This is an optimization exercise on Yosys and OpenROAD, whose aim is small area, a short achievable clock period and few clock cycles, not a production implementation. Only simulation tests tie the RTL to the original design; equivalence was not proved. Power and IR drop assume default switching activity.

== maple ==
## soc_top
module soc_top (
    input  logic             clk,
    input  logic             rst,
    output logic             mem_valid,
    output logic             mem_write,
    output logic             mem_uncached,
    output bus_pkg::addr_t   mem_addr,
    output bus_pkg::strobe_t mem_strobe,
    output bus_pkg::word_t   mem_wdata,
    input  bus_pkg::word_t   mem_rdata,
    input  logic             mem_ready
);
Size: roughly 3700 cells after synthesis, roughly 53000 um^2 of cells after synthesis.
clock: 12.0 ns
lec_check: 0
cap_margin: 25
core_margin: 2
core_utilization: 55
slew_margin: 25
standard.sh (not shown) runs the stock make flow with config.mk's settings and CLKGATE_MAP_FILE= SYNTH_SCRIPT=/design/flow/synth_recipe.tcl, a recipe that flattens the netlist after the stock synthesis.
==> flow/flow/run.sh <==
#!/bin/bash
# Standard layout (the standard.sh) with timing repair aimed well below
# the 12 ns period. Gate cloning is skipped: it left high-fanout nets that
# failed the slew check after routing. The clock tree uses larger sink
# clusters and no dummy loads: fewer buffers and a shorter insertion delay.
set -o pipefail
bash standard.sh SETUP_SLACK_MARGIN=8.6 SKIP_GATE_CLONING=1 \
  "CTS_ARGS=-sink_clustering_enable -repair_clock_nets -sink_clustering_size 30 -sink_clustering_max_diameter 70 -dont_use_dummy_load" \
  finish > standard_make.log 2>&1
Testbench counts of maple, summed over its fixed seeds: cycles 244,580.
Changes in harbor relative to maple:
Settings: SLEW_MARGIN now 30, was 25; CAP_MARGIN now 30, was 25; CORE_UTILIZATION now 50, was 55.
~same total count of hold-check failures in the final report in maple and harbor. [diff] internal power contribution, harbor relative to maple: regression. maple has a lower cell area than harbor. On hold slack, harbor does better than maple. Comparing global placer's final weighted congestion for maple and harbor, the bigger number came from maple. When harbor is measured against maple, its final-layout clock buffer total turns out 5 higher. Clock transition at the registers of the reported paths: harbor higher than maple. On area growth from synthesis to layout, the lower figure sits with maple, not harbor. Compared with maple, harbor shows a higher buffers inserted during post-CTS setup optimization.
diff inputs: harbor => umber
Settings: CORE_UTILIZATION changed from 50 to 60.
--- a/flow/flow/run.sh
+++ b/flow/flow/run.sh
@@ -5,5 +5,5 @@
 # clusters and no dummy loads: fewer buffers and a shorter insertion delay.
 set -o pipefail
-bash standard.sh SETUP_SLACK_MARGIN=8.6 SKIP_GATE_CLONING=1 \
+bash standard.sh SETUP_SLACK_MARGIN=8.8 SKIP_GATE_CLONING=1 \
   "CTS_ARGS=-sink_clustering_enable -repair_clock_nets -sink_clustering_size 30 -sink_clustering_max_diameter 70 -dont_use_dummy_load" \
   finish > standard_make.log 2>&1
Notes after the runs:
umber | stages: all done | timing, DRC, antenna: all pass. Across both runs, met3 track demand over resource in global routing was higher for umber than for harbor. Looking at global-route usage, umber sits 5.4 points higher than harbor does. Compared with harbor, in umber number of buffers outside the clock class in the layout moved up, share of post-route cells with drive strength above 1 increased by 5.3 points relative to the old numbers, relative contribution of combinational cells to total power went up 1.8 points. A origin of the worst setup path of core.b_q[15]$_SDFFE_PP0P_ is what harbor shows, while core.mem_addr[26]$_SDFFE_PP1P_ belongs to umber.

Setup of rev 12:
soc_top again, from the RTL that the note above started with.
Settings: LEC_CHECK=0, CAP_MARGIN=30, CORE_MARGIN=2, CORE_UTILIZATION=55, SLEW_MARGIN=30; clock period 12.0 ns.
==> flow/flow/run.sh <==
#!/bin/bash
# Standard layout (the standard.sh) with timing repair aimed well below
# the 12 ns period. Gate cloning is skipped: it left high-fanout nets that
# failed the slew check after routing. The clock tree uses larger sink
# clusters and no dummy loads: fewer buffers and a shorter insertion delay.
set -o pipefail
bash standard.sh SETUP_SLACK_MARGIN=8.6 SKIP_GATE_CLONING=1 \
  "CTS_ARGS=-sink_clustering_enable -repair_clock_nets -sink_clustering_size 30 -sink_clustering_max_diameter 70 -dont_use_dummy_load" \
  finish > standard_make.log 2>&1
Testbench counts of rev 12, summed over its fixed seeds: cycles 244,580.
Inputs modified between rev 12 and rev 13:
Settings: changing SLEW_MARGIN from 30 to 20; changing CAP_MARGIN from 30 to 20.
Findings:
Between rev 12 and rev 13, the difference in power is negligible. On post-place instance area, rev 12 tracks rev 13 almost exactly. Between rev 12 and rev 13, the difference in total number of nets in the final design is negligible. On rev 13: clock share of power is 0.2 points lower than what rev 12 gave. For the utilization, rev 13 came in 0.19 points higher than rev 12 did. Rev 13 and rev 12 ended up with roughly the same average wire per standard cell. Compared rev 13 against rev 12; vias per cell within noise.

-- what the ideal ports hide --
How much do the figures lean on ideal ports? The routed layouts below were timed once more, with nothing changed but the port constraints.
Step 1 assumes that a clkbuf_16 drives the clock port and a buf_2 every other input.
Step 2 adds t to the input delays and takes it off the output delays; t is the mean of the earliest and latest rising clock arrival at the registers after step 1. Input paths then give back, and output paths get back, about the clock's delay inside the block.
Three values: ideal ports, drivers, drivers and shift; two values: the first two.
run	shift t [ns]	slack for setup (ns)	hold WS [ns]
maple	0.739	8.438 / 8.370 / 7.840	0.455 / 0.455 / 0.455
harbor	0.726	8.429 / 8.362 / 7.838	0.472 / 0.472 / 0.472
umber	0.722	8.391 / 8.318 / 7.847	0.451 / 0.451 / 0.451
rev 12	0.735	8.437 / 8.367 / 7.825	0.458 / 0.458 / 0.458
rev 13	0.738	8.439 / 8.371 / 7.850	0.455 / 0.455 / 0.455
After both steps setup and hold are still met in every run listed. For rev 12, which loses most, drivers alone change the setup slack by -0.070 ns; drivers and shift together by -0.612 ns.
